From an optimization exercise on the open Yosys and OpenROAD flow, aimed at small area and a short achievable clock period; shortcuts taken in it are not production practice.
Where RTL was checked, it was by simulation tests only, not by an equivalence proof against the original.
Function not checked in run 1: the RTL went through the layout flow alone.
Power figures rest on the tool's default switching activity, not on a simulated workload.

**design/flow/run.sh**
```bash
#!/bin/bash
# synth_recipe.tcl (not shown) runs the flow's synth.tcl, then flattens the netlist and writes it again
# the make line also repeats each setting of config.mk as NAME=value (left out here)
make -C /OpenROAD-flow-scripts/flow DESIGN_CONFIG=/design/flow/config.mk WORK_HOME=/design/flow/orfs CLKGATE_MAP_FILE= SYNTH_SCRIPT=/design/flow/synth_recipe.tcl finish
```
**design/flow/config.mk**
```make
export PLATFORM = sky130hd
export DESIGN_NAME = axis_fifo
export DESIGN_NICKNAME = axis_fifo
export VERILOG_FILES = /design/flow/design.v
export SDC_FILE = /design/flow/constraint.sdc
export NUM_CORES = 4
export LEC_CHECK = 0
export CAP_MARGIN = 20
export CORE_MARGIN = 2
export CORE_UTILIZATION = 40
export SETUP_SLACK_MARGIN = 5
export SLEW_MARGIN = 20
export SYNTH_HIERARCHICAL = 1
export SYNTH_MINIMUM_KEEP_SIZE = 0
```
**design/flow/constraint.sdc**
```tcl
create_clock -name core_clock -period 8.0 [get_ports {ACLK}]
set_input_delay 1.6000 -clock core_clock [delete_from_list [all_inputs] [get_ports {ACLK}]]
set_output_delay 1.6000 -clock core_clock [all_outputs]
set_load 0.01 [all_outputs]
```
**design/flow/design.v**
```verilog
package axis_fifo_pkg;
    localparam int TLAST_BITS = 1;
    function automatic integer ptr_width(input integer depth);
        ptr_width = $clog2(depth) + 1;
    endfunction
    function automatic integer entry_width(input integer data_width);
        entry_width = data_width + TLAST_BITS;
    endfunction
endpackage
module axis_fifo_ram #(
    parameter int WIDTH  = 17,
    parameter int ADDR_W = 7,
    parameter int LO_W   = 3,
    localparam int LO_N  = 1 << LO_W,
    localparam int HI_N  = 1 << (ADDR_W - LO_W)
) (
    input  logic              ACLK,
    input  logic              shift_en,
    input  logic [WIDTH-1:0]  wr_data,
    input  logic [HI_N-1:0]   rd_hi,       
    input  logic [LO_N-1:0]   rd_lo,       
    output logic [WIDTH-1:0]  rd_data
);
    localparam int SLOTS = (1 << ADDR_W) - 1;
    localparam int G1    = SLOTS / 3;           
    localparam int R1    = SLOTS % 3;           
    localparam int N1    = G1 + (R1 != 0);      
    logic [WIDTH-1:0] mem [1:SLOTS];
    logic [SLOTS:1]   rsel;
    always_comb begin
        for (int k = 1; k <= SLOTS; k++) begin
            rsel[k] = rd_hi[(k - 1) / LO_N] & rd_lo[(k - 1) % LO_N];
        end
    end
    always_ff @(posedge ACLK) begin
        if (shift_en) begin
            mem[1] <= wr_data;
        end
    end
    for (genvar k = 2; k <= SLOTS; k++) begin : g_slot
        always_ff @(posedge ACLK) begin
            if (shift_en) begin
                mem[k] <= mem[k-1];
            end
        end
    end
    for (genvar b = 0; b < WIDTH; b++) begin : g_bit
        logic [N1-1:0] l1_n;
        for (genvar g = 0; g < G1; g++) begin : g_l1
            axis_fifo_aoi222 u_aoi (
                .a0(rsel[3*g+1]), .b0(mem[3*g+1][b]),
                .a1(rsel[3*g+2]), .b1(mem[3*g+2][b]),
                .a2(rsel[3*g+3]), .b2(mem[3*g+3][b]),
                .y (l1_n[g])
            );
        end
        if (R1 == 1) begin : g_r1
            axis_fifo_nand2 u_r (.a(rsel[SLOTS]), .b(mem[SLOTS][b]), .y(l1_n[G1]));
        end else if (R1 == 2) begin : g_r2
            axis_fifo_aoi22 u_r (
                .a0(rsel[SLOTS-1]), .b0(mem[SLOTS-1][b]),
                .a1(rsel[SLOTS]),   .b1(mem[SLOTS][b]),
                .y (l1_n[G1])
            );
        end
        axis_fifo_or_tree #(.N(N1)) u_tree (.in_n(l1_n), .y(rd_data[b]));
    end
endmodule
module axis_fifo_or_tree #(
    parameter int N = 43
) (
    input  logic [N-1:0] in_n,
    output logic         y
);
    localparam int N2 = (N  + 3) / 4;
    localparam int N3 = (N2 + 3) / 4;
    localparam int N4 = (N3 + 3) / 4;
    localparam int N5 = (N4 + 3) / 4;
    logic [N2-1:0] l2;       
    logic [N3-1:0] l3_n;     
    logic [N4-1:0] l4;       
    logic [N5-1:0] l5_n;     
    axis_fifo_reduce #(.N(N),  .INV_IN(1)) u_l2 (.in(in_n), .out(l2));
    if (N2 == 1) begin : g_e2
        assign y = l2[0];
    end else begin : g_c2
        axis_fifo_reduce #(.N(N2), .INV_IN(0)) u_l3 (.in(l2), .out(l3_n));
        if (N3 == 1) begin : g_e3
            axis_fifo_inv u_i (.a(l3_n[0]), .y(y));
        end else begin : g_c3
            axis_fifo_reduce #(.N(N3), .INV_IN(1)) u_l4 (.in(l3_n), .out(l4));
            if (N4 == 1) begin : g_e4
                assign y = l4[0];
            end else begin : g_c4
                axis_fifo_reduce #(.N(N4), .INV_IN(0)) u_l5 (.in(l4), .out(l5_n));
                axis_fifo_inv u_i (.a(l5_n[0]), .y(y));
            end
        end
    end
endmodule
module axis_fifo_reduce #(
    parameter int N      = 4,
    parameter bit INV_IN = 1
) (
    input  logic [N-1:0]         in,
    output logic [(N+3)/4-1:0]   out
);
    localparam int G = N / 4;
    localparam int R = N % 4;
    for (genvar g = 0; g < G; g++) begin : g_grp
        if (INV_IN) begin : g_nand
            axis_fifo_nand4 u (.a(in[4*g]), .b(in[4*g+1]), .c(in[4*g+2]), .d(in[4*g+3]), .y(out[g]));
        end else begin : g_nor
            axis_fifo_nor4 u (.a(in[4*g]), .b(in[4*g+1]), .c(in[4*g+2]), .d(in[4*g+3]), .y(out[g]));
        end
    end
    if (R == 1) begin : g_r1
        axis_fifo_inv u (.a(in[N-1]), .y(out[G]));
    end else if (R == 2) begin : g_r2
        if (INV_IN) begin : g_nand
            axis_fifo_nand2 u (.a(in[N-2]), .b(in[N-1]), .y(out[G]));
        end else begin : g_nor
            axis_fifo_nor2 u (.a(in[N-2]), .b(in[N-1]), .y(out[G]));
        end
    end else if (R == 3) begin : g_r3
        if (INV_IN) begin : g_nand
            axis_fifo_nand3 u (.a(in[N-3]), .b(in[N-2]), .c(in[N-1]), .y(out[G]));
        end else begin : g_nor
            axis_fifo_nor3 u (.a(in[N-3]), .b(in[N-2]), .c(in[N-1]), .y(out[G]));
        end
    end
endmodule
module axis_fifo_aoi222 (
    input  logic a0, b0, a1, b1, a2, b2,
    output logic y
);
    assign y = ~((a0 & b0) | (a1 & b1) | (a2 & b2));
endmodule
module axis_fifo_aoi22 (
    input  logic a0, b0, a1, b1,
    output logic y
);
    assign y = ~((a0 & b0) | (a1 & b1));
endmodule
module axis_fifo_nand4 (input logic a, b, c, d, output logic y);
    assign y = ~(a & b & c & d);
endmodule
module axis_fifo_nand3 (input logic a, b, c, output logic y);
    assign y = ~(a & b & c);
endmodule
module axis_fifo_nand2 (input logic a, b, output logic y);
    assign y = ~(a & b);
endmodule
module axis_fifo_nor4 (input logic a, b, c, d, output logic y);
    assign y = ~(a | b | c | d);
endmodule
module axis_fifo_nor3 (input logic a, b, c, output logic y);
    assign y = ~(a | b | c);
endmodule
module axis_fifo_nor2 (input logic a, b, output logic y);
    assign y = ~(a | b);
endmodule
module axis_fifo_inv (input logic a, output logic y);
    assign y = ~a;
endmodule
module axis_fifo #(
    parameter int DATA_WIDTH = 16,
    parameter int DEPTH      = 128,
    parameter int AF_THRESH  = DEPTH - 4,
    parameter int AE_THRESH  = 4,
    localparam int PTR_W     = axis_fifo_pkg::ptr_width(DEPTH)
) (
    input  logic                  ACLK,
    input  logic                  ARESET_N,
    input  logic                  FLUSH,
    input  logic                  S_TVALID,
    output logic                  S_TREADY,
    input  logic [DATA_WIDTH-1:0] S_TDATA,
    input  logic                  S_TLAST,
    output logic                  M_TLAST,
    output logic [PTR_W-1:0]      PKT_CNT,
    output logic                  M_TVALID,
    input  logic                  M_TREADY,
    output logic [DATA_WIDTH-1:0] M_TDATA,
    output logic [PTR_W-1:0]      LEVEL,
    output logic                  ALMOST_FULL,
    output logic                  ALMOST_EMPTY
);
    localparam int ADDR_W  = PTR_W - 1;
    localparam int ENTRY_W = axis_fifo_pkg::entry_width(DATA_WIDTH);
    localparam int LO_W    = ADDR_W / 2;
    localparam int LO_N    = 1 << LO_W;
    localparam int HI_N    = 1 << (ADDR_W - LO_W);
    typedef logic [PTR_W-1:0] ptr_t;
    if (AF_THRESH < 1 || AF_THRESH > DEPTH) begin : g_bad_af
        $error("axis_fifo: AF_THRESH must be within 1..DEPTH");
    end
    if (AE_THRESH < 0 || AE_THRESH > DEPTH - 1) begin : g_bad_ae
        $error("axis_fifo: AE_THRESH must be within 0..DEPTH-1");
    end
    if (DEPTH < 4 || (DEPTH & (DEPTH - 1)) != 0) begin : g_bad_depth
        $error("axis_fifo: DEPTH must be a power of two and at least 4");
    end
    logic [ENTRY_W-1:0] head;        
    logic [ENTRY_W-1:0] wr_entry;
    logic [ENTRY_W-1:0] rd_entry;
    logic [HI_N-1:0] rd_hi;
    logic [LO_N-1:0] rd_lo;
    logic  one;                      
    logic  full;                     
    logic  push;
    logic  pop;
    logic  to_store;                 
    logic  from_store;               
    logic  up;                       
    logic  down;                     
    logic  pos_up;                   
    logic  pos_dn;                   
    logic  load_s;                   
    logic  load_r;                   
    logic  hold;                     
    logic  pk_up;
    logic  pk_dn;
    ptr_t  level_inc;
    ptr_t  level_dec;
    ptr_t  pkt_inc;
    ptr_t  pkt_dec;
    assign full     = LEVEL[PTR_W-1];
    assign S_TREADY = ~full;
    assign M_TDATA  = head[DATA_WIDTH-1:0];
    always_comb begin
        push       = S_TVALID & ~full;
        pop        = M_TREADY & M_TVALID;
        to_store   = push & M_TVALID & ~(one & pop);
        from_store = pop & ~one;
        up         = push & ~pop;
        down       = pop & ~push;
        pos_up     = to_store & ~from_store;
        pos_dn     = from_store & ~to_store;
        load_s     = push & (~M_TVALID | (one & pop));
        load_r     = from_store;
        hold       = ~(load_s | load_r | pop);
        level_inc  = LEVEL + ptr_t'(1);
        level_dec  = LEVEL - ptr_t'(1);
        pkt_inc    = PKT_CNT + ptr_t'(1);
        pkt_dec    = PKT_CNT - ptr_t'(1);
    end
    always_ff @(posedge ACLK or negedge ARESET_N) begin
        if (!ARESET_N) begin
            rd_hi        <= HI_N'(1) << (HI_N - 1);
            rd_lo        <= LO_N'(1) << (LO_N - 1);
            LEVEL        <= '0;
            M_TVALID     <= 1'b0;
            one          <= 1'b0;
            ALMOST_FULL  <= 1'b0;
            ALMOST_EMPTY <= 1'b1;
        end else if (FLUSH) begin
            rd_hi        <= HI_N'(1) << (HI_N - 1);
            rd_lo        <= LO_N'(1) << (LO_N - 1);
            LEVEL        <= '0;
            M_TVALID     <= 1'b0;
            one          <= 1'b0;
            ALMOST_FULL  <= 1'b0;
            ALMOST_EMPTY <= 1'b1;
        end else begin
            if (pos_up) begin
                rd_lo <= {rd_lo[LO_N-2:0], rd_lo[LO_N-1]};
                if (rd_lo[LO_N-1]) begin
                    rd_hi <= {rd_hi[HI_N-2:0], rd_hi[HI_N-1]};
                end
            end else if (pos_dn) begin
                rd_lo <= {rd_lo[0], rd_lo[LO_N-1:1]};
                if (rd_lo[0]) begin
                    rd_hi <= {rd_hi[0], rd_hi[HI_N-1:1]};
                end
            end
            if (up) begin
                LEVEL        <= level_inc;
                M_TVALID     <= 1'b1;
                one          <= (LEVEL == ptr_t'(0));
                ALMOST_FULL  <= (LEVEL >= ptr_t'(AF_THRESH - 1));
                ALMOST_EMPTY <= (LEVEL <= ptr_t'(AE_THRESH - 1));
            end else if (down) begin
                LEVEL        <= level_dec;
                M_TVALID     <= ~one;
                one          <= (LEVEL == ptr_t'(2));
                ALMOST_FULL  <= (LEVEL >= ptr_t'(AF_THRESH + 1));
                ALMOST_EMPTY <= (LEVEL <= ptr_t'(AE_THRESH + 1));
            end
        end
    end
    always_ff @(posedge ACLK or negedge ARESET_N) begin
        if (!ARESET_N) begin
            head <= '0;
        end else begin
            head <= ~FLUSH ? ((wr_entry & {ENTRY_W{load_s}})
                            | (rd_entry & {ENTRY_W{load_r}})
                            | (head     & {ENTRY_W{hold}})) : '0;
        end
    end
    assign wr_entry = {S_TLAST, S_TDATA};
    assign M_TLAST  = head[DATA_WIDTH];
    always_comb begin
        pk_up = (push & S_TLAST) & ~(pop & M_TLAST);
        pk_dn = ~(push & S_TLAST) & (pop & M_TLAST);
    end
    always_ff @(posedge ACLK or negedge ARESET_N) begin
        if (!ARESET_N) begin
            PKT_CNT <= '0;
        end else if (FLUSH) begin
            PKT_CNT <= '0;
        end else if (pk_up) begin
            PKT_CNT <= pkt_inc;
        end else if (pk_dn) begin
            PKT_CNT <= pkt_dec;
        end
    end
    axis_fifo_ram #(
        .WIDTH  (ENTRY_W),
        .ADDR_W (ADDR_W),
        .LO_W   (LO_W)
    ) u_ram (
        .ACLK     (ACLK),
        .shift_en (to_store & ~FLUSH),
        .wr_data  (wr_entry),
        .rd_hi    (rd_hi),
        .rd_lo    (rd_lo),
        .rd_data  (rd_entry)
    );
endmodule
```
==> results of run 1 <==
## per-module statistics from Yosys, one instance, submodules excluded, a selection
module	cells	flip-flops and latches
axis_fifo_nor4	1	0
axis_fifo_aoi222	1	0
axis_fifo_nand3	1	0
axis_fifo_nor3	1	0
axis_fifo	358	61
axis_fifo_nand2	1	0
axis_fifo_nand4	1	0
## layout by cell type, fill, tap and decap left out, types with 4 or more instances in the layout
| master | netlist | routed |
|---|---|---|
| edfxtp_1 | 2159 | 2159 |
| a222oi_1 | 731 | 731 |
| clkbuf_16 | 0 | 220 |
| nand4_1 | 171 | 171 |
| buf_4 | 8 | 127 |
| and2_1 | 127 | 62 |
| nor2_1 | 58 | 57 |
| clkinv_1 | 0 | 53 |
| buf_6 | 8 | 48 |
| clkbuf_1 | 4 | 43 |
| and2_4 | 0 | 41 |
| nand2_1 | 41 | 38 |
| buf_12 | 0 | 38 |
| a21oi_1 | 38 | 37 |
| buf_16 | 0 | 37 |
| dfrtp_1 | 58 | 36 |
| clkinv_2 | 0 | 32 |
| nor4_4 | 0 | 29 |
| nand3_1 | 39 | 27 |
| and2_2 | 0 | 24 |
| buf_2 | 7 | 24 |
| dfrtp_2 | 0 | 22 |
| o21ai_0 | 18 | 17 |
| bufinv_16 | 0 | 17 |
| clkdlybuf4s50_1 | 0 | 17 |
| a22oi_1 | 15 | 15 |
| nand3_2 | 1 | 12 |
| nor3_4 | 1 | 10 |
| ha_1 | 12 | 10 |
| nor3_2 | 17 | 9 |
| inv_1 | 9 | 8 |
| nor3_1 | 7 | 7 |
| a211oi_1 | 7 | 7 |
| clkinvlp_4 | 0 | 7 |
| clkinv_8 | 0 | 6 |
| nor4_2 | 34 | 5 |
| clkinv_16 | 0 | 4 |
| inv_6 | 0 | 4 |
| bufbuf_16 | 0 | 4 |
## power by group through the flow
stage | Clock (W) | Combinational, W | Sequential (W)
after floorplan | 0 | 0.00223 | 0.0146
after global placement | 0 | 0.00371 | 0.0137
after detailed placement | 0 | 0.00374 | 0.0137
after CTS | 0.00978 | 0.00422 | 0.0135
after global routing | 0.0102 | 0.00467 | 0.0135
final | 0.00958 | 0.00442 | 0.0135
## final cells by class
type | instances | area (um^2) | share of cell area
Sequential cell | 2220 | 66390 | 0.7185
Clock inverter | 127 | 1221 | 0.01322
Tap cell | 2542 | 3181 | 0.03442
Multi-Input combinational cell | 1382 | 12160 | 0.1315
Timing Repair Buffer | 313 | 4076 | 0.04411
Clock buffer | 250 | 5341 | 0.05780
Inverter | 9 | 33.78 | 0.0003656
Antenna cell | 2 | 5.005 | 0.00005416
## how the worst max path moves through the flow
stage	from	end	depth (start not counted)
after floorplan	FLUSH	u_ram.mem[100][0]	3
after global placement	S_TVALID	u_ram.mem[85][2]	6
after detailed placement	S_TVALID	u_ram.mem[75][15]	6
after CTS	rd_lo[5]	head[15]	10
after global routing	rd_lo[5]	head[10]	10
final	rd_lo[0]	head[12]	9
## metal layers
metal  global-route usage  vias up
met1               0.2762    22560
met4              0.05289        0
li1                     -    17970
met5                    0        -
met3              0.03016      282
met2               0.2741     2488
## worst reg2reg max path: stages, from the launching register on
cell	delay [ns]
dfrtp_2	0.44
buf_12	0.16
and2_4	0.17
buf_12	0.12
a222oi_1	0.48
nand4_1	0.46
nor4_4	0.74
nand3_2	0.20
a222oi_1	0.36
nor2_1	0.08
## cells by family (layout without fill, tap and decap cells)
family	after synthesis	count (layout)	share of synthesized area
AOI/OAI and AO/OA	835	836	0.1022
DFF	2220	2220	0.8489
xor gates and xnor gates	6	6	0.001008
and+or+nand+nor	522	523	0.04201
muxes	3	3	0.0004481
buffers and inverters	38	699	0.003089
other	0	2	0
adders and majority gates	14	14	0.002433
## what timing repair did
| item | 4_1_cts | 5_1_grt |
|---|---|---|
| endpoints found under the setup margin | 2240 | 1014 |
| buffers inserted | 72 | 23 |
| resized for setup | 400 | 109 |
| cloned | 27 | 17 |
| pin swaps | 108 | 118 |
## through the flow
stage	worst slack (ns)	util	hold WS [ns]	std cells
final	4.670	0.4749	0.4296	6845
after global routing	4.642	0.4749	0.4354	6843
after CTS	4.718	0.4703	0.4088	6803
after detailed placement	3.130	0.4255	0.4312	6327
after global placement	3.138	0.4255	0.4272	6327
after floorplan	-26.20	-	0.4252	3638
## flip-flops by register name (all words and copies together) (netlist names)
register / count
PKT_CNT: 8
rd_lo: 8
M_TVALID: 1
head: 17
rd_hi: 16
one: 1
u_ram.mem: 2159
LEVEL: 8
ALMOST_FULL: 1
ALMOST_EMPTY: 1
==> impl_metrics.tcl, run 1 <==
set metrics [dict create \
    cp_cell_sequence "buf_12 -> and2_4 -> buf_12 -> a222oi_1 -> nand4_1 -> nor4_4 -> nand3_2 -> a222oi_1 -> nor2_1" \
    clk_latency_ns 0.85 \
    grt_overflow 0 \
    clkPwrFrac 0.349 \
    p_leak_nw 24.67 \
    cp.arrival_ns 4.04 \
    grt_pass1_vias 41710 \
    h-tree-depth 4 \
    initial_core_util 0.4018 \
    grt_max_degree 105 \
    drc 0 \
    synth-main-ff-cell "edfxtp_1" \
    critPathSlowestCell "nor4_4" \
    crit_path_max_incr_delay_ns 0.73 \
    gp_congestion 0.8122 \
    path_buf_inv 2 \
    synth_area_leaders "edfxtp_1 (83%), a222oi_1 (9.4%), dfrtp_1 (1.9%)" \
    synthCells 3638 \
    min-delay-start "u_ram.mem[55][10]" \
    grt_pass1_wl_um 276500 \
    synth_seq_area_share 0.8489 \
    m1WireLength_um 80830 \
    setup_violations 0 \
    drtIter0Drc 9151 \
    io_pins 59 \
    grt_usage 0.1832 \
    setup_tns_ns 0 \
    whs_path_depth 0 \
    drt-total-wl_um 190800 \
    yosys-top-cells-count "edfxtp_1 (2159), a222oi_1 (731), nand4_1 (171), and2_1 (127)" \
    fp-row-count 162 \
    drive_gt1_frac 0.1751 \
    n_fill_cell 15930 \
    slew_headroom 0.4438 \
    period_minus_slack_ns 3.330 \
    skew_ns 0.04640 \
    p_switching_w 0.007288 \
    yosysTopAreaCellShare 0.8293 \
    drv_cap 0 \
    hp-class "reg -> reg" \
    critPathTopFamily "simple AND/OR/NAND/NOR gates" \
    clk_pin_slew_ns 0.06 \
    post-route-period-util 0.4162 \
    clockBufferDepth 3 \
    drtAntennaViolNets 0 \
    fin_nets 4168 \
    worst_pin_slew_ns 0.8343 \
    crit_required_ns 8.71 \
    power.internal_w 0.02019 \
    grt_setup_unrepaired "true" \
    drv_slew 0 \
    core_mm2 0.1946 \
    dieArea_mm2 0.1990 \
    top_layer "met4" \
    cellPowerDensity_mw_per_mm2 297.4 \
    dr.pass1.iters 7 \
    yosysMostFrequentCell "edfxtp_1" \
    syn_area_per_cell_um2 21.49 \
    fmax_mhz 300.3 \
    die_x_um 446.1 \
    r2r-end "head[12]" \
    swShare 0.2652 \
    p_comb_frac 0.161 \
    async_reset_ff_frac 0.02748 \
    cts-root-buf "clkbuf_16" \
    power_frac_seq 0.491 \
    area_delta_synth_final_pct 18.20 \
    synth.distinct_cells 67 \
    dp_hpwl_um 110200 \
    start_kind "flop" \
    final_cell_area_mm2 0.09241 \
    run_status "complete, no violations" \
    numCtsBuffers 206 \
    hold_viol_final 0 \
    ys_seq_elements 2220 \
    routedWlPerCell_um 27.87 \
    cts_hold_buf 0 \
    r2r_setup_slack_ns 4.67 \
    vias_per_cell 6.325 \
    p_total_w 0.02748 \
    io_buffers 58 \
    synth-edff-count 2159 \
    placed_area_mm2 0.08280 \
    cts_tree "built" \
    endpoint_kind "flop" \
    reg2reg_from "rd_lo[0]" \
    die_h_um 446.1 \
    cts.sinks 2220 \
    vias 43300 \
    met2_length_um 86760 \
    peakVddDrop_uv 257.8 \
    ys_warn_count 10 \
    worstSetupPathType "reg -> reg" \
    route.met3.wl_um 18540 \
    antenna_found_initial 3 \
    syn_area_mm2 0.07818 \
    reg2reg_depth 9 \
    cp_max_fo 10 \
    post-synth-top-area-cell "edfxtp_1" \
    synthesis.nets 3674 \
    worstHoldEndpoint "u_ram.mem[56][10]" \
]
==> inputs of run 2 (changes only) <==
--- a/design/flow/design.v
+++ b/design/flow/design.v
@@ -17,6 +17,7 @@
     input  logic              ACLK,
-    input  logic              shift_en,
+    input  logic              wr_en,
+    input  logic [ADDR_W-1:0] wr_pos,
     input  logic [WIDTH-1:0]  wr_data,
-    input  logic [HI_N-1:0]   rd_hi,       
-    input  logic [LO_N-1:0]   rd_lo,       
+    input  logic [HI_N-1:0]   rd_hi,
+    input  logic [LO_N-1:0]   rd_lo,
     output logic [WIDTH-1:0]  rd_data
@@ -29,2 +30,3 @@
     logic [SLOTS:1]   rsel;
+    logic [SLOTS:1]   wsel;
     always_comb begin
@@ -32,13 +34,9 @@
             rsel[k] = rd_hi[(k - 1) / LO_N] & rd_lo[(k - 1) % LO_N];
+            wsel[k] = wr_en && (wr_pos == ADDR_W'(k - 1));
         end
     end
-    always_ff @(posedge ACLK) begin
-        if (shift_en) begin
-            mem[1] <= wr_data;
-        end
-    end
-    for (genvar k = 2; k <= SLOTS; k++) begin : g_slot
+    for (genvar k = 1; k <= SLOTS; k++) begin : g_slot
         always_ff @(posedge ACLK) begin
-            if (shift_en) begin
-                mem[k] <= mem[k-1];
+            if (wsel[k]) begin
+                mem[k] <= wr_data;
             end
@@ -208,2 +206,4 @@
     logic [LO_N-1:0] rd_lo;
+    logic [ADDR_W-1:0] wr_pos;       
+    logic  rd_wrap;                  
     logic  one;                      
@@ -216,4 +216,2 @@
     logic  down;                     
-    logic  pos_up;                   
-    logic  pos_dn;                   
     logic  load_s;                   
@@ -230,2 +228,3 @@
     assign M_TDATA  = head[DATA_WIDTH-1:0];
+    assign rd_wrap = rd_hi[(DEPTH - 2) / LO_N] & rd_lo[(DEPTH - 2) % LO_N];
     always_comb begin
@@ -237,4 +236,2 @@
         down       = pop & ~push;
-        pos_up     = to_store & ~from_store;
-        pos_dn     = from_store & ~to_store;
         load_s     = push & (~M_TVALID | (one & pop));
@@ -249,4 +246,5 @@
         if (!ARESET_N) begin
-            rd_hi        <= HI_N'(1) << (HI_N - 1);
-            rd_lo        <= LO_N'(1) << (LO_N - 1);
+            rd_hi        <= HI_N'(1);
+            rd_lo        <= LO_N'(1);
+            wr_pos       <= '0;
             LEVEL        <= '0;
@@ -257,4 +255,5 @@
         end else if (FLUSH) begin
-            rd_hi        <= HI_N'(1) << (HI_N - 1);
-            rd_lo        <= LO_N'(1) << (LO_N - 1);
+            rd_hi        <= HI_N'(1);
+            rd_lo        <= LO_N'(1);
+            wr_pos       <= '0;
             LEVEL        <= '0;
@@ -265,11 +264,14 @@
         end else begin
-            if (pos_up) begin
-                rd_lo <= {rd_lo[LO_N-2:0], rd_lo[LO_N-1]};
-                if (rd_lo[LO_N-1]) begin
-                    rd_hi <= {rd_hi[HI_N-2:0], rd_hi[HI_N-1]};
-                end
-            end else if (pos_dn) begin
-                rd_lo <= {rd_lo[0], rd_lo[LO_N-1:1]};
-                if (rd_lo[0]) begin
-                    rd_hi <= {rd_hi[0], rd_hi[HI_N-1:1]};
+            if (to_store) begin
+                wr_pos <= (wr_pos == ADDR_W'(DEPTH - 2)) ? '0 : wr_pos + ADDR_W'(1);
+            end
+            if (from_store) begin
+                if (rd_wrap) begin
+                    rd_lo <= LO_N'(1);
+                    rd_hi <= HI_N'(1);
+                end else begin
+                    rd_lo <= {rd_lo[LO_N-2:0], rd_lo[LO_N-1]};
+                    if (rd_lo[LO_N-1]) begin
+                        rd_hi <= {rd_hi[HI_N-2:0], rd_hi[HI_N-1]};
+                    end
                 end
@@ -323,3 +325,4 @@
         .ACLK     (ACLK),
-        .shift_en (to_store & ~FLUSH),
+        .wr_en    (~full),
+        .wr_pos   (wr_pos),
         .wr_data  (wr_entry),
--- a/design/flow/config.mk
+++ b/design/flow/config.mk
@@ -9,3 +9,6 @@
 export CORE_MARGIN = 2
-export CORE_UTILIZATION = 40
+export CORE_UTILIZATION = 60
+export CTS_CLUSTER_DIAMETER = 80
+export CTS_CLUSTER_SIZE = 25
+export PLACE_DENSITY = 0.7
 export SETUP_SLACK_MARGIN = 5
@@ -14 +17,2 @@
 export SYNTH_MINIMUM_KEEP_SIZE = 0
+export TNS_END_PERCENT = 5
==> impl_metrics.tcl, run 2 <==
set metrics [dict create \
    area_delta_synth_final_pct 11.23 \
    synthCells 3855 \
    clockBufferDepth 3 \
    final_common_cell "edfxtp_1" \
    grt_pass1_wl_um 308500 \
    drive_gt1_frac 0.1675 \
    cts_hold_buf 0 \
    p_switching_w 0.004556 \
    hold_viol_final 0 \
    drv_slew 0 \
    clk_pin_slew_ns 0.10 \
    reg.largest.list "u_ram.mem (2159), head (17), rd_hi (16)" \
    skew_ns 0.04927 \
    core_mm2 0.1313 \
    io_pins 59 \
    endpoint_kind "flop" \
    drv_cap 0 \
    yosysMostFrequentCell "edfxtp_1" \
    grt_max_degree 93 \
    dp_hpwl_um 132300 \
    cp.arrival_ns 4.12 \
    syn_area_per_cell_um2 20.56 \
    worstSetupPathType "reg -> reg" \
    clk_latency_ns 0.76 \
    cts.sinks 2227 \
    cellPowerDensity_mw_per_mm2 232.5 \
    grt_usage 0.3205 \
    io_buffers 58 \
    synth-main-ff-cell "edfxtp_1" \
    layout_common_cells "edfxtp_1 (2159), a222oi_1 (731), buf_4 (240), nand4_1 (173), nor3_2 (126)" \
    die_x_um 367.5 \
    h-tree-depth 3 \
    synthesis.nets 3893 \
    top_register "u_ram.mem" \
    yosysTopAreaCellShare 0.8179 \
    p_leak_nw 27.22 \
    swShare 0.2222 \
    grt_pass1_vias 41840 \
    vias_per_cell 7.552 \
    crit_required_ns 8.62 \
    fin_nets 4242 \
    worst_pin_slew_ns 1.117 \
    ys_seq_elements 2227 \
    period_minus_slack_ns 3.499 \
    grt_setup_unrepaired "true" \
    peakVddDrop_uv 274.1 \
    power_frac_seq 0.638 \
    drtAntennaViolNets 0 \
    routedWlPerCell_um 36.46 \
    cts-root-buf "clkbuf_16" \
    start_kind "flop" \
    ys_warn_count 10 \
    post-synth-top-area-cell "edfxtp_1" \
    hp-class "reg -> reg" \
    grt_overflow 0 \
    cp_max_fo 11 \
    drc 0 \
    antenna_found_initial 13 \
    largest_reg_flops 2159 \
    die_h_um 367.5 \
    numCtsBuffers 103 \
    p_total_w 0.02050 \
    synth-edff-count 2159 \
    slew_headroom 0.2553 \
    async_reset_ff_frac 0.03053 \
    clkPwrFrac 0.295 \
    setup_tns_ns 0 \
    cts_tree "built" \
    dieArea_mm2 0.1350 \
    vias 45500 \
    drtIter0Drc 10260 \
    run_status "complete, no violations" \
    drt-total-wl_um 219700 \
    p_comb_frac 0.068 \
    dr.pass1.iters 10 \
    post-route-period-util 0.4374 \
    initial_core_util 0.6038 \
    syn_area_mm2 0.07927 \
    synth_area_leaders "edfxtp_1 (82%), a222oi_1 (9.2%), dfrtp_1 (2.1%)" \
    synth_seq_area_share 0.8394 \
    yosys-top-cells-count "edfxtp_1 (2159), a222oi_1 (731), nand4_1 (173), and2_1 (127), nor3_1 (119)" \
    synth.distinct_cells 62 \
    gp_congestion 0.9508 \
    fmax_mhz 285.8 \
    power.internal_w 0.01595 \
    fp-row-count 133 \
    setup_violations 0 \
]
run 2: changes by cell type after synthesis, sizes merged, moves of 7 or more:
cell	before	now
a22oi	16	0
o21ai	19	33
a21oi	39	22
nor3	25	137
nand3	40	48
nand2	42	84
dfrtp	58	65
nor4	35	46
clkbuf	4	42
nand2b	4	14
nor2	59	47
run 2: cell type report:
| type | count | area, um^2 |
|---|---|---|
| Timing Repair Buffer | 310 | 2655 |
| Clock inverter | 21 | 230.2 |
| Multi-Input combinational cell | 1552 | 13600 |
| Inverter | 10 | 41.29 |
| Fill cell | 8363 | 43130 |
| Tap cell | 1755 | 2196 |
| Sequential cell | 2227 | 66580 |
| Clock buffer | 148 | 2863 |
| Antenna cell | 2 | 5.005 |
run 2: per-stage QoR:
| step | hold WS, ns | instance area, um^2 | instances | util | setup slack, ns |
|---|---|---|---|---|---|
| 6_report | 0.5831 | 88170 | 6025 | 0.6715 | 4.501 |
| 4_1_cts | 0.5832 | 87890 | 6009 | 0.6694 | 4.638 |
| 3_5_place_dp | 0.5680 | 83950 | 5794 | 0.6394 | 3.874 |
| 2_1_floorplan | 0.4932 | 79420 | 3855 | - | 4.810 |
| 3_3_place_gp | 0.5588 | 83940 | 5794 | 0.6393 | 3.892 |
| 5_1_grt | 0.6006 | 88170 | 6024 | 0.6715 | 4.568 |
run 2: path summary, 6_finish.rpt:
path                            start          to  slack, ns  cells after the start
hold reg to reg            PKT_CNT[5]  PKT_CNT[5]       0.58                      2
setup / recovery             rd_lo[7]     head[2]       4.50                      9
min in group asynchronous    ARESET_N    LEVEL[4]       0.98                      1
max in group asynchronous    ARESET_N    head[10]       6.28                      1
setup reg to reg             rd_lo[7]     head[2]       4.50                      9
hold / removal             PKT_CNT[5]  PKT_CNT[5]       0.58                      2
run 2: what timing repair did:
| action | 4_1_cts | 5_1_grt |
|---|---|---|
| resized for setup | 189 | 46 |
| endpoints found under the setup margin | 259 | 352 |
| gates cloned | 1 | 1 |
| buffers inserted | 45 | 13 |
| pin swaps | 61 | 60 |
run 2: cells by family (layout without fill, tap and decap cells):
family,count (synthesis),in the layout,synth area share
compound gates,813,813,0.09862
other cells,0,2,0
xor+xnor,7,7,0.0008682
flops,2227,2227,0.8394
fa+ha+maj,16,16,0.002715
mux,4,4,0.0005209
buf+inv,77,489,0.004341
simple gates,711,712,0.05357
run 2: metal layers:
metal / up-vias / wire [um] / global-route usage
met5: - / 38 / 0
met4: 6 / 11520 / 0.1401
met3: 445 / 28040 / 0.06006
met2: 3572 / 101500 / 0.4920
met1: 23260 / 78560 / 0.4565
li1: 18220 / - / -
run 2: worst max-delay path, stage by stage, from the launching register on:
cell and delay, ns:
dfrtp_2 0.45, buf_12 0.16, and2_4 0.14, buf_12 0.14, a222oi_1 0.40, nand4_1 0.77
nor4_4 0.69, nand3_1 0.16, a222oi_1 0.36, nor2_1 0.07
run 2: per-module statistics from Yosys (local to each module, per instance), excerpt:
| module | area, um^2 | times used | cells | flops+latches |
|---|---|---|---|---|
| axis_fifo_nand4 | 6.256 | 170 | 1 | 0 |
| axis_fifo | 3551 | 1 | 380 | 68 |
| axis_fifo_aoi222 | 10.01 | 714 | 1 | 0 |
| axis_fifo_nor3 | 10.01 | 17 | 1 | 0 |
| axis_fifo_nand3 | 5.005 | 34 | 1 | 0 |
| axis_fifo_nor4 | 12.51 | 34 | 1 | 0 |
| axis_fifo_nand2 | 3.754 | 17 | 1 | 0 |
run 2: power groups by stage:
stage	Clock (W)	Sequential [W]	Combinational, W
after floorplan	0	0.0133	0.000579
after global placement	0	0.0133	0.00125
after detailed placement	0	0.0133	0.00126
after CTS	0.00608	0.0131	0.00133
after global routing	0.00648	0.0131	0.00144
final	0.00604	0.0131	0.00139
==> inputs of run 3 (changes only) <==
--- a/design/flow/design.v
+++ b/design/flow/design.v
@@ -163,2 +163,5 @@
 endmodule
+module axis_fifo_ao21 (input logic a, b, c, output logic y);
+    assign y = (a & b) | c;
+endmodule
 module axis_fifo #(
@@ -293,2 +296,13 @@
     end
+    logic               take_r;
+    logic [ENTRY_W-1:0] head_rest;
+    logic [ENTRY_W-1:0] head_d;
+    always_comb begin
+        take_r    = load_r & ~FLUSH;
+        head_rest = ((wr_entry & {ENTRY_W{load_s}}) | (head & {ENTRY_W{hold}}))
+                  & {ENTRY_W{~FLUSH}};
+    end
+    for (genvar b = 0; b < ENTRY_W; b++) begin : g_head
+        axis_fifo_ao21 u_ao (.a(rd_entry[b]), .b(take_r), .c(head_rest[b]), .y(head_d[b]));
+    end
     always_ff @(posedge ACLK or negedge ARESET_N) begin
@@ -297,5 +311,3 @@
         end else begin
-            head <= ~FLUSH ? ((wr_entry & {ENTRY_W{load_s}})
-                            | (rd_entry & {ENTRY_W{load_r}})
-                            | (head     & {ENTRY_W{hold}})) : '0;
+            head <= head_d;
         end
--- a/design/flow/config.mk
+++ b/design/flow/config.mk
@@ -17,2 +17,2 @@
 export SYNTH_MINIMUM_KEEP_SIZE = 0
-export TNS_END_PERCENT = 5
+export TNS_END_PERCENT = 100
==> impl_metrics.tcl, run 3 <==
set metrics [dict create \
    synthesis.nets 3929 \
    worst_pin_slew_ns 1.128 \
    power.internal_w 0.01591 \
    synthCells 3891 \
    top_register "u_ram.mem" \
    post-synth-top-area-cell "edfxtp_1" \
    hold_viol_final 0 \
    fin_cells 6046 \
    drt-total-wl_um 212100 \
    vias_per_cell 7.421 \
    dp_hpwl_um 124100 \
    grt_setup_unrepaired "true" \
    swShare 0.2241 \
    yosysMostFrequentCell "edfxtp_1" \
    synth.mux.area_fraction 0.0005201 \
    final_common_cell "edfxtp_1" \
    cts-root-buf "clkbuf_16" \
    clkPwrFrac 0.291 \
    synth_area_leaders "edfxtp_1 (82%), a222oi_1 (9.0%), dfrtp_1 (2.0%)" \
    core_mm2 0.1315 \
    power_frac_seq 0.637 \
    slew_headroom 0.2477 \
    p_comb_frac 0.072 \
    regArea_mm2 0.06656 \
    ys_seq_elements 2227 \
    drive_gt1_frac 0.1720 \
    cts_tree "built" \
    yosys-top-cells-count "edfxtp_1 (2159), a222oi_1 (714), nand4_1 (173), and2_1 (127), nor3_1 (119)" \
    skew_ns 0.02913 \
    clk_pin_slew_ns 0.10 \
    synth_top_family_by_area "compound AO/OA/AOI/OAI gates" \
    post-route-period-util 0.3958 \
    h-tree-depth 3 \
    multi_input_area_mm2 0.01400 \
    fmax_mhz 315.8 \
    drtIter0Drc 10370 \
    start_kind "flop" \
    grt_usage 0.3081 \
    yosysTopAreaCellShare 0.8167 \
    cp.arrival_ns 3.83 \
    drtAntennaViolNets 0 \
    cp_max_fo 11 \
    synth-edff-count 2159 \
    ys_warn_count 10 \
    run_status "complete, no violations" \
    clk_latency_ns 0.76 \
    fp-row-count 133 \
    syn_area_per_cell_um2 20.40 \
    vias 44870 \
    synthAdderAreaFrac 0.002711 \
    synth.distinct_cells 61 \
    synth-simple-area-share 0.05457 \
    clockBufferDepth 3 \
    async_reset_ff_frac 0.03053 \
    antenna_found_initial 11 \
    hp-class "reg -> reg" \
    reg.largest.list "u_ram.mem (2159), head (17), rd_hi (16)" \
    gp_congestion 0.8857 \
    crit_required_ns 8.66 \
    area_delta_synth_final_pct 10.96 \
    dieArea_mm2 0.1352 \
    layout_common_cells "edfxtp_1 (2159), a222oi_1 (714), buf_4 (229), nand4_1 (173), nor3_2 (119)" \
    die_h_um 367.7 \
    synthXorXnorAreaFrac 0.0006620 \
    peakVddDrop_uv 199.4 \
    routedWlPerCell_um 35.08 \
    worstSetupPathType "reg -> reg" \
    fin_nets 4258 \
    p_leak_nw 27.34 \
    io_buffers 58 \
    p_switching_w 0.004595 \
    die_x_um 367.7 \
    n_fill_cell 8484 \
    dr.pass1.iters 9 \
    cts.sinks 2227 \
    numCtsBuffers 102 \
    dp_cells 5823 \
    setup_violations 0 \
    grt_overflow 0 \
    drv_slew 0 \
    p_total_w 0.02051 \
    grt_pass1_wl_um 299300 \
    io_pins 59 \
    endpoint_kind "flop" \
    initial_core_util 0.6039 \
    drc 0 \
    cellPowerDensity_mw_per_mm2 232.8 \
    largest_reg_flops 2159 \
    synth_seq_area_share 0.8382 \
    syn_area_mm2 0.07938 \
    period_minus_slack_ns 3.167 \
    grt_max_degree 104 \
    synth-main-ff-cell "edfxtp_1" \
    setup_tns_ns 0 \
    synth_compound_area_frac 0.09914 \
    grt_pass1_vias 41260 \
    drv_cap 0 \
]
[run 3: cell count changes in the layout (fill, tap and decap cells not counted), sizes merged, moves of 16 or more]
| cell | change |
|---|---|
| dlygate4sd2 | -25 |
| nand2 | +20 |
| a21oi | +19 |
| buf | +18 |
| a21o | +17 |
| a222oi | -17 |
| nor2 | -16 |
[run 3: cells by family after synthesis]
logic type / after synthesis
AND/OR/NAND/NOR: 729
adder cells (fa/ha/maj): 16
XOR/XNOR: 6
AO/OA/AOI/OAI: 832
flip-flops: 2227
multiplexers: 4
buffers and inverters: 77
[run 3: area by class of cell]
type | instances | area share
Multi-Input combinational cell | 1589 | 0.1589
Inverter | 10 | 0.0004687
Timing Repair Buffer | 290 | 0.02567
Tap cell | 1755 | 0.02493
Antenna cell | 5 | 0.0001420
Clock buffer | 148 | 0.03141
Clock inverter | 22 | 0.002841
Sequential cell | 2227 | 0.7556
[run 3: what timing repair did]
action / in CTS / in global routing
hold buffers: 0 / 0
pin swaps: 80 / 74
buffers inserted: 29 / 16
gates resized for setup: 313 / 63
endpoints found under the setup margin: 276 / 71
gates cloned: 0 / 2
[run 3: final timing paths]
kind / startpoint / end / slack, ns / depth (start not counted)
worst max-delay path: rd_lo[0] / head[3] / 4.83 / 8
worst min-delay path: LEVEL[3] / LEVEL[3] / 0.63 / 2
worst max register to register: rd_lo[0] / head[3] / 4.83 / 8
worst min register to register: LEVEL[3] / LEVEL[3] / 0.63 / 2
max in group asynchronous: ARESET_N / rd_hi[7] / 6.31 / 1
min in group asynchronous: ARESET_N / PKT_CNT[2] / 0.98 / 1
[run 3: metrics by stage]
stage / instance area, um^2 / hold slack [ns] / worst slack, ns / util
floorplan: 79700 / 0.4933 / 4.754 / -
global placement: 84090 / 0.5562 / 3.388 / 0.6396
detailed placement: 84100 / 0.5616 / 3.335 / 0.6397
CTS: 87740 / 0.6351 / 4.866 / 0.6674
global route: 88070 / 0.6601 / 4.912 / 0.6700
finish: 88080 / 0.6303 / 4.833 / 0.6700
[run 3: metal layers]
layer	share of wire	up-vias	wire, um	track usage
li1	-	18280	-	-
met1	0.38	23070	80660	0.4681
met2	0.46	3216	96590	0.4629
met3	0.13	301	27820	0.05843
met4	0.033	2	7014	0.09042
met5	0.000085	-	18	0
[run 3: worst max-delay path, stage by stage (launching register included)]
cell	delay, ns
dfstp_4	0.51
buf_12	0.15
and2_4	0.16
buf_12	0.14
a222oi_1	0.55
nand4_1	0.46
nor4_4	0.63
nand3_2	0.26
a21o_1	0.21
[run 3: power groups by stage]
stage / combinational, W / sequential (W) / clock, W
2_1_floorplan: 0.000617 / 0.0133 / 0
3_3_place_gp: 0.00130 / 0.0133 / 0
5_1_grt: 0.00155 / 0.0131 / 0.00636
6_report: 0.00149 / 0.0131 / 0.00596
4_1_cts: 0.00143 / 0.0131 / 0.00600
3_5_place_dp: 0.00132 / 0.0134 / 0
[run 3: per-module statistics from Yosys (local to each module, per instance), excerpt]
module | times used | cell area, um^2
axis_fifo | 1 | 3537
axis_fifo_ao21 | 17 | 7.507
axis_fifo_aoi222 | 714 | 10.01
axis_fifo_nand2 | 17 | 3.754
axis_fifo_nand3 | 34 | 5.005
axis_fifo_nand4 | 170 | 6.256
axis_fifo_nor3 | 17 | 10.01
==> inputs of run 4 (changes only) <==
--- a/design/flow/design.v
+++ b/design/flow/design.v
@@ -20,4 +20,4 @@
     input  logic [WIDTH-1:0]  wr_data,
-    input  logic [HI_N-1:0]   rd_hi,
-    input  logic [LO_N-1:0]   rd_lo,
+    input  logic [HI_N-1:0]   rd_hi_n,
+    input  logic [LO_N-1:0]   rd_lo_n,
     output logic [WIDTH-1:0]  rd_data
@@ -31,6 +31,10 @@
     logic [SLOTS:1]   wsel;
+    logic [HI_N-1:0]  wr_hi_n;                  
+    logic [LO_N-1:0]  wr_lo_n;                  
     always_comb begin
-        for (int k = 1; k <= SLOTS; k++) begin
-            rsel[k] = rd_hi[(k - 1) / LO_N] & rd_lo[(k - 1) % LO_N];
-            wsel[k] = wr_en && (wr_pos == ADDR_W'(k - 1));
+        for (int i = 0; i < HI_N; i++) begin
+            wr_hi_n[i] = ~((wr_pos >> LO_W) == ADDR_W'(i));
+        end
+        for (int j = 0; j < LO_N; j++) begin
+            wr_lo_n[j] = ~(wr_en & (wr_pos[LO_W-1:0] == LO_W'(j)));
         end
@@ -38,2 +42,4 @@
     for (genvar k = 1; k <= SLOTS; k++) begin : g_slot
+        axis_fifo_nor2 u_rsel (.a(rd_hi_n[(k - 1) / LO_N]), .b(rd_lo_n[(k - 1) % LO_N]), .y(rsel[k]));
+        axis_fifo_nor2 u_wsel (.a(wr_hi_n[(k - 1) / LO_N]), .b(wr_lo_n[(k - 1) % LO_N]), .y(wsel[k]));
         always_ff @(posedge ACLK) begin
@@ -195,2 +201,4 @@
     typedef logic [PTR_W-1:0] ptr_t;
+    localparam logic [HI_N-1:0] HI_RST = {{(HI_N - 1){1'b1}}, 1'b0};
+    localparam logic [LO_N-1:0] LO_RST = {{(LO_N - 1){1'b1}}, 1'b0};
     if (AF_THRESH < 1 || AF_THRESH > DEPTH) begin : g_bad_af
@@ -207,8 +215,13 @@
     logic [ENTRY_W-1:0] rd_entry;
-    logic [HI_N-1:0] rd_hi;
-    logic [LO_N-1:0] rd_lo;
+    logic [HI_N-1:0] rd_hi_n;
+    logic [LO_N-1:0] rd_lo_n;
     logic [ADDR_W-1:0] wr_pos;       
     logic  rd_wrap;                  
+    ptr_t  lvl;
+    ptr_t  pkt;
+    logic  vld;                      
     logic  one;                      
     logic  full;                     
+    logic  nae;                      
+    logic  full_o;                   
     logic  push;
@@ -224,14 +237,18 @@
     logic  pk_dn;
-    ptr_t  level_inc;
-    ptr_t  level_dec;
-    ptr_t  pkt_inc;
-    ptr_t  pkt_dec;
-    assign full     = LEVEL[PTR_W-1];
-    assign S_TREADY = ~full;
-    assign M_TDATA  = head[DATA_WIDTH-1:0];
-    assign rd_wrap = rd_hi[(DEPTH - 2) / LO_N] & rd_lo[(DEPTH - 2) % LO_N];
+    logic  last_in;
+    ptr_t  lvl_nx;
+    ptr_t  pkt_nx;
+    logic  vld_nx;
+    logic  one_nx;
+    logic  af_nx;
+    logic  nae_nx;
+    assign full         = lvl[PTR_W-1];
+    assign S_TREADY     = ~full_o;
+    assign ALMOST_EMPTY = ~nae;
+    assign M_TDATA      = head[DATA_WIDTH-1:0];
+    assign rd_wrap      = ~rd_hi_n[(DEPTH - 2) / LO_N] & ~rd_lo_n[(DEPTH - 2) % LO_N];
     always_comb begin
         push       = S_TVALID & ~full;
-        pop        = M_TREADY & M_TVALID;
-        to_store   = push & M_TVALID & ~(one & pop);
+        pop        = M_TREADY & vld;
+        to_store   = push & vld & ~(one & pop);
         from_store = pop & ~one;
@@ -239,9 +256,29 @@
         down       = pop & ~push;
-        load_s     = push & (~M_TVALID | (one & pop));
+        load_s     = push & (~vld | (one & pop));
         load_r     = from_store;
         hold       = ~(load_s | load_r | pop);
-        level_inc  = LEVEL + ptr_t'(1);
-        level_dec  = LEVEL - ptr_t'(1);
-        pkt_inc    = PKT_CNT + ptr_t'(1);
-        pkt_dec    = PKT_CNT - ptr_t'(1);
+        lvl_nx = lvl;
+        vld_nx = vld;
+        one_nx = one;
+        af_nx  = ALMOST_FULL;
+        nae_nx = nae;
+        if (FLUSH) begin
+            lvl_nx = '0;
+            vld_nx = 1'b0;
+            one_nx = 1'b0;
+            af_nx  = 1'b0;
+            nae_nx = 1'b0;
+        end else if (up) begin
+            lvl_nx = lvl + ptr_t'(1);
+            vld_nx = 1'b1;
+            one_nx = (lvl == ptr_t'(0));
+            af_nx  = (lvl >= ptr_t'(AF_THRESH - 1));
+            nae_nx = (lvl >  ptr_t'(AE_THRESH - 1));
+        end else if (down) begin
+            lvl_nx = lvl - ptr_t'(1);
+            vld_nx = ~one;
+            one_nx = (lvl == ptr_t'(2));
+            af_nx  = (lvl >= ptr_t'(AF_THRESH + 1));
+            nae_nx = (lvl >  ptr_t'(AE_THRESH + 1));
+        end
     end
@@ -249,19 +286,24 @@
         if (!ARESET_N) begin
-            rd_hi        <= HI_N'(1);
-            rd_lo        <= LO_N'(1);
-            wr_pos       <= '0;
-            LEVEL        <= '0;
-            M_TVALID     <= 1'b0;
+            lvl          <= '0;
+            vld          <= 1'b0;
             one          <= 1'b0;
             ALMOST_FULL  <= 1'b0;
-            ALMOST_EMPTY <= 1'b1;
+            nae          <= 1'b0;
+        end else begin
+            lvl          <= lvl_nx;
+            vld          <= vld_nx;
+            one          <= one_nx;
+            ALMOST_FULL  <= af_nx;
+            nae          <= nae_nx;
+        end
+    end
+    always_ff @(posedge ACLK or negedge ARESET_N) begin
+        if (!ARESET_N) begin
+            rd_hi_n      <= HI_RST;
+            rd_lo_n      <= LO_RST;
+            wr_pos       <= '0;
         end else if (FLUSH) begin
-            rd_hi        <= HI_N'(1);
-            rd_lo        <= LO_N'(1);
+            rd_hi_n      <= HI_RST;
+            rd_lo_n      <= LO_RST;
             wr_pos       <= '0;
-            LEVEL        <= '0;
-            M_TVALID     <= 1'b0;
-            one          <= 1'b0;
-            ALMOST_FULL  <= 1'b0;
-            ALMOST_EMPTY <= 1'b1;
         end else begin
@@ -272,8 +314,8 @@
                 if (rd_wrap) begin
-                    rd_lo <= LO_N'(1);
-                    rd_hi <= HI_N'(1);
+                    rd_lo_n <= LO_RST;
+                    rd_hi_n <= HI_RST;
                 end else begin
-                    rd_lo <= {rd_lo[LO_N-2:0], rd_lo[LO_N-1]};
-                    if (rd_lo[LO_N-1]) begin
-                        rd_hi <= {rd_hi[HI_N-2:0], rd_hi[HI_N-1]};
+                    rd_lo_n <= {rd_lo_n[LO_N-2:0], rd_lo_n[LO_N-1]};
+                    if (!rd_lo_n[LO_N-1]) begin
+                        rd_hi_n <= {rd_hi_n[HI_N-2:0], rd_hi_n[HI_N-1]};
                     end
@@ -281,17 +323,7 @@
             end
-            if (up) begin
-                LEVEL        <= level_inc;
-                M_TVALID     <= 1'b1;
-                one          <= (LEVEL == ptr_t'(0));
-                ALMOST_FULL  <= (LEVEL >= ptr_t'(AF_THRESH - 1));
-                ALMOST_EMPTY <= (LEVEL <= ptr_t'(AE_THRESH - 1));
-            end else if (down) begin
-                LEVEL        <= level_dec;
-                M_TVALID     <= ~one;
-                one          <= (LEVEL == ptr_t'(2));
-                ALMOST_FULL  <= (LEVEL >= ptr_t'(AF_THRESH + 1));
-                ALMOST_EMPTY <= (LEVEL <= ptr_t'(AE_THRESH + 1));
-            end
         end
     end
+    axis_fifo_oreg #(.W(PTR_W)) u_level_o (.ACLK(ACLK), .ARESET_N(ARESET_N), .d(lvl_nx), .q(LEVEL));
+    axis_fifo_oreg #(.W(1)) u_valid_o (.ACLK(ACLK), .ARESET_N(ARESET_N), .d(vld_nx), .q(M_TVALID));
+    axis_fifo_oreg #(.W(1)) u_full_o (.ACLK(ACLK), .ARESET_N(ARESET_N), .d(lvl_nx[PTR_W-1]), .q(full_o));
     logic               take_r;
@@ -316,5 +348,14 @@
     assign M_TLAST  = head[DATA_WIDTH];
+    assign last_in  = S_TLAST;
     always_comb begin
-        pk_up = (push & S_TLAST) & ~(pop & M_TLAST);
-        pk_dn = ~(push & S_TLAST) & (pop & M_TLAST);
+        pk_up  = (push & last_in) & ~(pop & head[DATA_WIDTH]);
+        pk_dn  = ~(push & last_in) & (pop & head[DATA_WIDTH]);
+        pkt_nx = pkt;
+        if (FLUSH) begin
+            pkt_nx = '0;
+        end else if (pk_up) begin
+            pkt_nx = pkt + ptr_t'(1);
+        end else if (pk_dn) begin
+            pkt_nx = pkt - ptr_t'(1);
+        end
     end
@@ -322,11 +363,8 @@
         if (!ARESET_N) begin
-            PKT_CNT <= '0;
-        end else if (FLUSH) begin
-            PKT_CNT <= '0;
-        end else if (pk_up) begin
-            PKT_CNT <= pkt_inc;
-        end else if (pk_dn) begin
-            PKT_CNT <= pkt_dec;
+            pkt <= '0;
+        end else begin
+            pkt <= pkt_nx;
         end
     end
+    axis_fifo_oreg #(.W(PTR_W)) u_pkt_o (.ACLK(ACLK), .ARESET_N(ARESET_N), .d(pkt_nx), .q(PKT_CNT));
     axis_fifo_ram #(
@@ -340,4 +378,4 @@
         .wr_data  (wr_entry),
-        .rd_hi    (rd_hi),
-        .rd_lo    (rd_lo),
+        .rd_hi_n  (rd_hi_n),
+        .rd_lo_n  (rd_lo_n),
         .rd_data  (rd_entry)
@@ -345 +383,17 @@
 endmodule
+module axis_fifo_oreg #(
+    parameter int W = 1
+) (
+    input  logic         ACLK,
+    input  logic         ARESET_N,
+    input  logic [W-1:0] d,
+    output logic [W-1:0] q
+);
+    always_ff @(posedge ACLK or negedge ARESET_N) begin
+        if (!ARESET_N) begin
+            q <= '0;
+        end else begin
+            q <= d;
+        end
+    end
+endmodule
==> impl_metrics.tcl, run 4 <==
set metrics [dict create \
    critPathSlowestCell "a222oi_1" \
    crit_path_max_incr_delay_ns 0.75 \
    cts_hold_buf 0 \
    power_frac_seq 0.644 \
    postLayoutCoreUtil 0.6753 \
    grt_max_degree 99 \
    clockBufferDepth 3 \
    antenna_found_initial 3 \
    grt_setup_unrepaired "true" \
    slew_headroom 0.2274 \
    hold_viol_final 0 \
    synth_seq_area_share 0.8452 \
    p_leak_nw 27.67 \
    holdWs_ns 0.5632 \
    synth-main-ff-cell "edfxtp_1" \
    vias_per_cell 7.415 \
    setup_violations 0 \
    core_mm2 0.1313 \
    peakVddDrop_uv 214.1 \
    gp_congestion 0.9020 \
    reg.largest.list "u_ram.mem (2159), head (17), rd_hi_n (16)" \
    fp-row-count 133 \
    top_register "u_ram.mem" \
    crit_required_ns 8.66 \
    grt_usage 0.3090 \
    clk_pin_slew_ns 0.10 \
    p_switching_w 0.004518 \
    die_h_um 367.5 \
    cts_tree "built" \
    synth.distinct_cells 68 \
    dr.pass1.iters 11 \
    io_buffers 58 \
    syn_area_per_cell_um2 20.60 \
    final_common_cell "edfxtp_1" \
    cp_max_fo 16 \
    drive_gt1_frac 0.1636 \
    drv_slew 0 \
    ys_seq_elements 2245 \
    drc 0 \
    drtIter0Drc 10240 \
    syn_area_mm2 0.07929 \
    routedWlPerCell_um 34.94 \
    clkPwrFrac 0.291 \
    skew_ns 0.04156 \
    async_reset_ff_frac 0.03831 \
    cp_cell_sequence "buf_12 -> nor2_1 -> buf_4 -> a222oi_1 -> nand4_1 -> nor4_4 -> nand3_1 -> a21o_1" \
    regArea_mm2 0.06707 \
    fin_nets 4392 \
    start_kind "flop" \
    dieArea_mm2 0.1351 \
    die_x_um 367.5 \
    io_pins 59 \
    cp.arrival_ns 3.81 \
    setup_tns_ns 0 \
    cts.sinks 2245 \
    numCtsBuffers 102 \
    synthesis.nets 3880 \
    synthCells 3849 \
    multi_input_area_mm2 0.01262 \
    grt_pass1_wl_um 299700 \
    worst_pin_slew_ns 1.158 \
    cellPowerDensity_mw_per_mm2 229.2 \
    drtAntennaViolNets 0 \
    run_status "complete, no violations" \
    period_minus_slack_ns 3.150 \
    grt_pass1_vias 42140 \
    synth-edff-count 2159 \
    hp-class "reg -> reg" \
    dp_hpwl_um 126900 \
    yosysMostFrequentCell "edfxtp_1" \
    yosysTopAreaCellShare 0.8177 \
    vias 45610 \
    clk_latency_ns 0.76 \
    largest_reg_flops 2159 \
    drt-total-wl_um 214900 \
    grt_overflow 0 \
    h-tree-depth 3 \
    endpoint_kind "flop" \
    synth_area_leaders "edfxtp_1 (82%), a222oi_1 (9.0%), dfrtp_1 (2.0%)" \
    yosys-top-cells-count "edfxtp_1 (2159), a222oi_1 (714), nor2_1 (289), nand4_1 (177), nand3_1 (67)" \
    cts-root-buf "clkbuf_16" \
    layout_common_cells "edfxtp_1 (2159), a222oi_1 (714), buf_4 (330), nor2_1 (238), nand4_1 (177)" \
    drv_cap 0 \
    area_delta_synth_final_pct 11.83 \
    post-route-period-util 0.3937 \
    p_comb_frac 0.065 \
    power.internal_w 0.01581 \
    fmax_mhz 317.5 \
    post-synth-top-area-cell "edfxtp_1" \
    n_fill_cell 8244 \
    worstSetupPathType "reg -> reg" \
    initial_core_util 0.6039 \
    swShare 0.2223 \
    ys_warn_count 12 \
]
run 4: changes by cell type after synthesis, sizes merged, moves of 10 or more:
cell,delta
nor2,+259
and2,-126
nor3,-112
nand2,-38
clkbuf,-32
dfstp,+19
a21oi,-12
nand2b,-11
o21ai,-10
run 4: worst max-delay path, delay by kind of cell, from the launching register on:
family,cells,cell delay [ns]
and+or+nand+nor,4,1.06
AOI/OAI and AO/OA,2,0.95
buffers and inverters,2,0.36
DFF,1,0.68
run 4: path summary, 6_finish.rpt:
path | startpoint | to | slack, ns | cells past startpoint
worst min-delay path | nae | nae | 0.56 | 2
worst max register to register | rd_lo_n[2] | head[16] | 4.85 | 8
max in group asynchronous | ARESET_N | head[9] | 6.39 | 2
worst max-delay path | rd_lo_n[2] | head[16] | 4.85 | 8
worst min register to register | nae | nae | 0.56 | 2
min in group asynchronous | ARESET_N | pkt[5] | 0.65 | 1
run 4: layer usage:
layer	routed length (um)	part of all wire	up-vias	global-route usage
met5	16	0.000074	-	0
met4	7274	0.034	4	0.1004
met3	30660	0.14	379	0.07415
met2	99350	0.46	3517	0.4671
met1	77590	0.36	23270	0.4504
li1	-	-	18440	-
run 4: modules after synthesis, one instance, submodules excluded, a selection:
module / flops+latches / copies in the design / cell area, um^2
axis_fifo_nor2: 0 / 254 / 3.754
axis_fifo_nor3: 0 / 17 / 10.01
axis_fifo_nor4: 0 / 34 / 12.51
axis_fifo_nand4: 0 / 170 / 6.256
axis_fifo_aoi222: 0 / 714 / 10.01
axis_fifo_ao21: 0 / 17 / 7.507
axis_fifo_nand3: 0 / 34 / 5.005
axis_fifo: 68 / 1 / 3630
axis_fifo_nand2: 0 / 17 / 3.754
run 4: through the flow:
step	power (W)	area, um^2	worst slack, ns	cells
floorplan	0.01376	79290	5.120	3849
global placement	0.01448	84000	4.135	5898
detailed placement	0.01451	84000	4.166	5898
CTS	0.02027	87680	4.965	6080
global route	0.02081	88670	4.904	6150
finish	0.02032	88670	4.850	6151
run 4: layout make-up:
cell class	instances	area share
Antenna cell	2	0.00005644
Clock buffer	118	0.02994
Clock inverter	19	0.002977
Inverter	11	0.0004657
Multi-Input combinational cell	1563	0.1423
Sequential cell	2245	0.7564
Tap cell	1755	0.02476
Timing Repair Buffer	438	0.04307
run 4: kinds of logic (layout without fill, tap and decap cells):
group,after synthesis,in the layout,synth area share
AOI/OAI and AO/OA,822,822,0.09934
xor gates and xnor gates,5,5,0.0006470
adders and majority gates,9,9,0.001420
buffers and inverters,41,586,0.002462
DFF,2245,2245,0.8452
muxes,6,6,0.0008521
other,0,2,0
and+or+nand+nor,721,721,0.05012
run 4: timing repair:
action | in CTS | in global routing
resized for setup | 214 | 74
setup endpoints to repair | 115 | 53
buffers inserted | 45 | 60
cloned | 0 | 9
pin swaps | 35 | 100
run 4: power groups by stage:
| stage | logic, W | registers [W] | clock network, W |
|---|---|---|---|
| finish | 0.00132 | 0.0131 | 0.00592 |
| global route | 0.00135 | 0.0131 | 0.00637 |
| CTS | 0.00123 | 0.0131 | 0.00597 |
| detailed placement | 0.00116 | 0.0133 | 0 |
| global placement | 0.00114 | 0.0133 | 0 |
| floorplan | 0.000471 | 0.0133 | 0 |
==> inputs of run 5 (changes only) <==
==> design/flow/flow/run.sh (new file) <==
#!/bin/bash
set -euo pipefail
sed -e 's/ SETUP_SLACK_MARGIN=5 / SETUP_SLACK_MARGIN=5.4 /' standard.sh > standard_margin.sh
grep -q 'SETUP_SLACK_MARGIN=5.4 ' standard_margin.sh
bash standard_margin.sh > layout_make.log 2>&1
test -s out/final.def
==> design/flow/standard.sh (new file) <==
#!/bin/bash
# synth_recipe.tcl (not shown) runs the flow's synth.tcl, then flattens the netlist and writes it again
# the make line also repeats each setting of config.mk as NAME=value (left out here)
make -C /OpenROAD-flow-scripts/flow DESIGN_CONFIG=/design/flow/config.mk WORK_HOME=/design/flow/orfs CLKGATE_MAP_FILE= SYNTH_SCRIPT=/design/flow/synth_recipe.tcl "${@:-finish}"
--- a/design/flow/config.mk
+++ b/design/flow/config.mk
@@ -10,4 +10,4 @@
 export CORE_UTILIZATION = 60
-export CTS_CLUSTER_DIAMETER = 80
-export CTS_CLUSTER_SIZE = 25
+export CTS_CLUSTER_DIAMETER = 90
+export CTS_CLUSTER_SIZE = 28
 export PLACE_DENSITY = 0.7
removed: design/flow/run.sh
==> impl_metrics.tcl, run 5 <==
set metrics [dict create \
    run_status "complete, no violations" \
    hold_viol_final 0 \
    synthesis.nets 3880 \
    area_delta_synth_final_pct 12.93 \
    setup_violations 0 \
    critPathTopFamily "simple AND/OR/NAND/NOR gates" \
    min-delay-start "rd_hi_n[3]" \
    syn_area_per_cell_um2 20.60 \
    worstHoldEndpoint "rd_hi_n[3]" \
    drtIter0Drc 10350 \
    async_reset_ff_frac 0.03831 \
    gp_congestion 0.9031 \
    grt_max_degree 102 \
    skew_ns 0.04551 \
    antenna_found_initial 2 \
    drive_gt1_frac 0.1812 \
    cp_cell_sequence "buf_12 -> nor2_4 -> buf_6 -> a222oi_1 -> nand4_1 -> nor4_4 -> nand3_1 -> a21o_1" \
    largest_reg_flops 2159 \
    p_total_w 0.01997 \
    clockBufferDepth 3 \
    drc 0 \
    start_kind "flop" \
    drt-total-wl_um 217800 \
    worstSetupPathType "reg -> reg" \
    whs_path_depth 2 \
    final_common_cell "edfxtp_1" \
    grt_pass1_vias 42730 \
    drv_slew 0 \
    h-tree-depth 3 \
    synth.distinct_cells 68 \
    clk_latency_ns 0.76 \
    grt_setup_unrepaired "true" \
    clk_pin_slew_ns 0.11 \
    r2r-end "head[16]" \
    core_mm2 0.1313 \
    ys_seq_elements 2245 \
    cts.sinks 2245 \
    die_x_um 367.5 \
    reg2reg_from "rd_lo_n[7]" \
    vias 45720 \
    yosysTopAreaCellShare 0.8177 \
    io_buffers 58 \
    syn_area_mm2 0.07929 \
    hp-class "reg -> reg" \
    slew_headroom 0.2569 \
    p_leak_nw 28.00 \
    drtAntennaViolNets 0 \
    yosysMostFrequentCell "edfxtp_1" \
    cts_hold_buf 0 \
    synth_seq_area_share 0.8452 \
    post-route-period-util 0.3844 \
    drv_cap 0 \
    cellPowerDensity_mw_per_mm2 223.0 \
    dieArea_mm2 0.1351 \
    grt_pass1_wl_um 307000 \
    peakVddDrop_uv 195.3 \
    crit_required_ns 8.66 \
    endpoint_kind "flop" \
    worst_pin_slew_ns 1.115 \
    initial_core_util 0.6039 \
    synth-main-ff-cell "edfxtp_1" \
    r2r_setup_slack_ns 4.92 \
    crit_path_max_incr_delay_ns 0.79 \
    cts-root-buf "clkbuf_16" \
    vias_per_cell 7.383 \
    grt_overflow 0 \
    holdWs_ns 0.5265 \
    synth-edff-count 2159 \
    cp.arrival_ns 3.74 \
    layout_common_cells "edfxtp_1 (2159), a222oi_1 (714), buf_4 (299), nor2_1 (206), nand4_1 (177)" \
    post-synth-top-area-cell "edfxtp_1" \
    cts_tree "built" \
    dp_hpwl_um 122100 \
    ys_warn_count 12 \
    routedWlPerCell_um 35.18 \
    setup_tns_ns 0 \
    reg2reg_depth 8 \
    fin_nets 4436 \
    synth_area_leaders "edfxtp_1 (82%), a222oi_1 (9.0%), dfrtp_1 (2.0%)" \
    fmax_mhz 325.2 \
    reg.largest.list "u_ram.mem (2159), head (17), rd_hi_n (16)" \
    placed_area_mm2 0.08400 \
    path_buf_inv 2 \
    numCtsBuffers 91 \
    yosys-top-cells-count "edfxtp_1 (2159), a222oi_1 (714), nor2_1 (289), nand4_1 (177), nand3_1 (67)" \
    critPathSlowestCell "a222oi_1" \
    top_register "u_ram.mem" \
    cp_max_fo 5 \
    grt_usage 0.3182 \
    period_minus_slack_ns 3.075 \
    dr.pass1.iters 8 \
    fp-row-count 133 \
    synthCells 3849 \
    io_pins 59 \
    die_h_um 367.5 \
    n_fill_cell 8174 \
    final_cell_area_mm2 0.08954 \
]
run 5: cell families after synthesis:
group	count (synthesis)	share of synthesized area
buffers and inverters	41	0.002462
AND/OR/NAND/NOR	721	0.05012
flip-flops	2245	0.8452
AO/OA/AOI/OAI	822	0.09934
XOR/XNOR	5	0.0006470
adder cells (fa/ha/maj)	9	0.001420
multiplexers	6	0.0008521
run 5: repair_timing:
action	CTS	global route
setup endpoints to repair	137	351
gates resized for setup	404	46
buffers inserted	143	9
pin swaps	217	83
hold endpoints to repair	0	0
gates cloned	22	3
run 5: power by group:
group | total [W] | switching, W | internal (W)
clock network | 0.00550 | 0.00335 | 0.00215
registers | 0.0131 | 0.000151 | 0.0130
logic | 0.00136 | 0.000963 | 0.000398
total | 0.0200 | 0.00446 | 0.0155
run 5: worst register-to-register path, cell delays in order, from the launching register on:
cell	delay (ns)
dfstp_4	0.69
buf_12	0.13
nor2_4	0.04
buf_6	0.13
a222oi_1	0.80
nand4_1	0.46
nor4_4	0.39
nand3_1	0.15
a21o_1	0.18
run 5: per-module statistics from Yosys (local to each module, per instance), excerpt:
module	flops+latches	cell area, um^2	cells
axis_fifo_nand4	0	6.256	1
axis_fifo_nand3	0	5.005	1
axis_fifo_nor4	0	12.51	1
axis_fifo_ao21	0	7.507	1
axis_fifo_aoi222	0	10.01	1
axis_fifo_nor2	0	3.754	1
axis_fifo_nand2	0	3.754	1
axis_fifo	68	3630	387
axis_fifo_nor3	0	10.01	1
run 5: stage by stage:
step / utilization / setup WS, ns / instances
after global routing: 0.6819 / 4.912 / 6186
final: 0.6820 / 4.925 / 6192
after floorplan: - / 5.371 / 3849
after detailed placement: 0.6398 / 3.844 / 5890
after global placement: 0.6398 / 3.917 / 5890
after CTS: 0.6793 / 4.923 / 6174
run 5: how the worst max path moves through the flow:
stage / start / end / slack, ns / depth (start not counted)
after floorplan: S_TVALID / lvl[6] / 5.37 / 5
after CTS: head[8] / M_TDATA[8] / 4.92 / 1
after detailed placement: S_TLAST / pkt[3] / 3.84 / 6
after global placement: S_TLAST / pkt[3] / 3.92 / 6
after global routing: head[13] / M_TDATA[13] / 4.91 / 1
final: rd_lo_n[7] / head[16] / 4.92 / 8
run 5: area by class of cell:
type                            count  area, um^2  share of cell area
Timing Repair Buffer              491        4825             0.05388
Inverter                           11       41.29           0.0004611
Multi-Input combinational cell   1565       12880              0.1438
Tap cell                         1755        2196             0.02452
Sequential cell                  2245       67080              0.7491
Clock buffer                      111        2395             0.02674
Clock inverter                      8       120.1            0.001341
Antenna cell                        6       15.01           0.0001677
run 5: layer usage:
metal | up-vias | share of wire | GRT usage
met2 | 3460 | 0.46 | 0.4820
met3 | 436 | 0.14 | 0.07826
met4 | 0 | 0.038 | 0.1125
met1 | 23280 | 0.36 | 0.4578
met5 | - | 0 | 0
li1 | 18540 | - | -

Check on run 5: ideal ports give 4.925 ns setup slack; a clkbuf_16 on the clock port and buf_2 on the inputs give 4.868 ns; moving port delays by the midpoint clock arrival (0.823 ns) as well gives 4.545 ns.
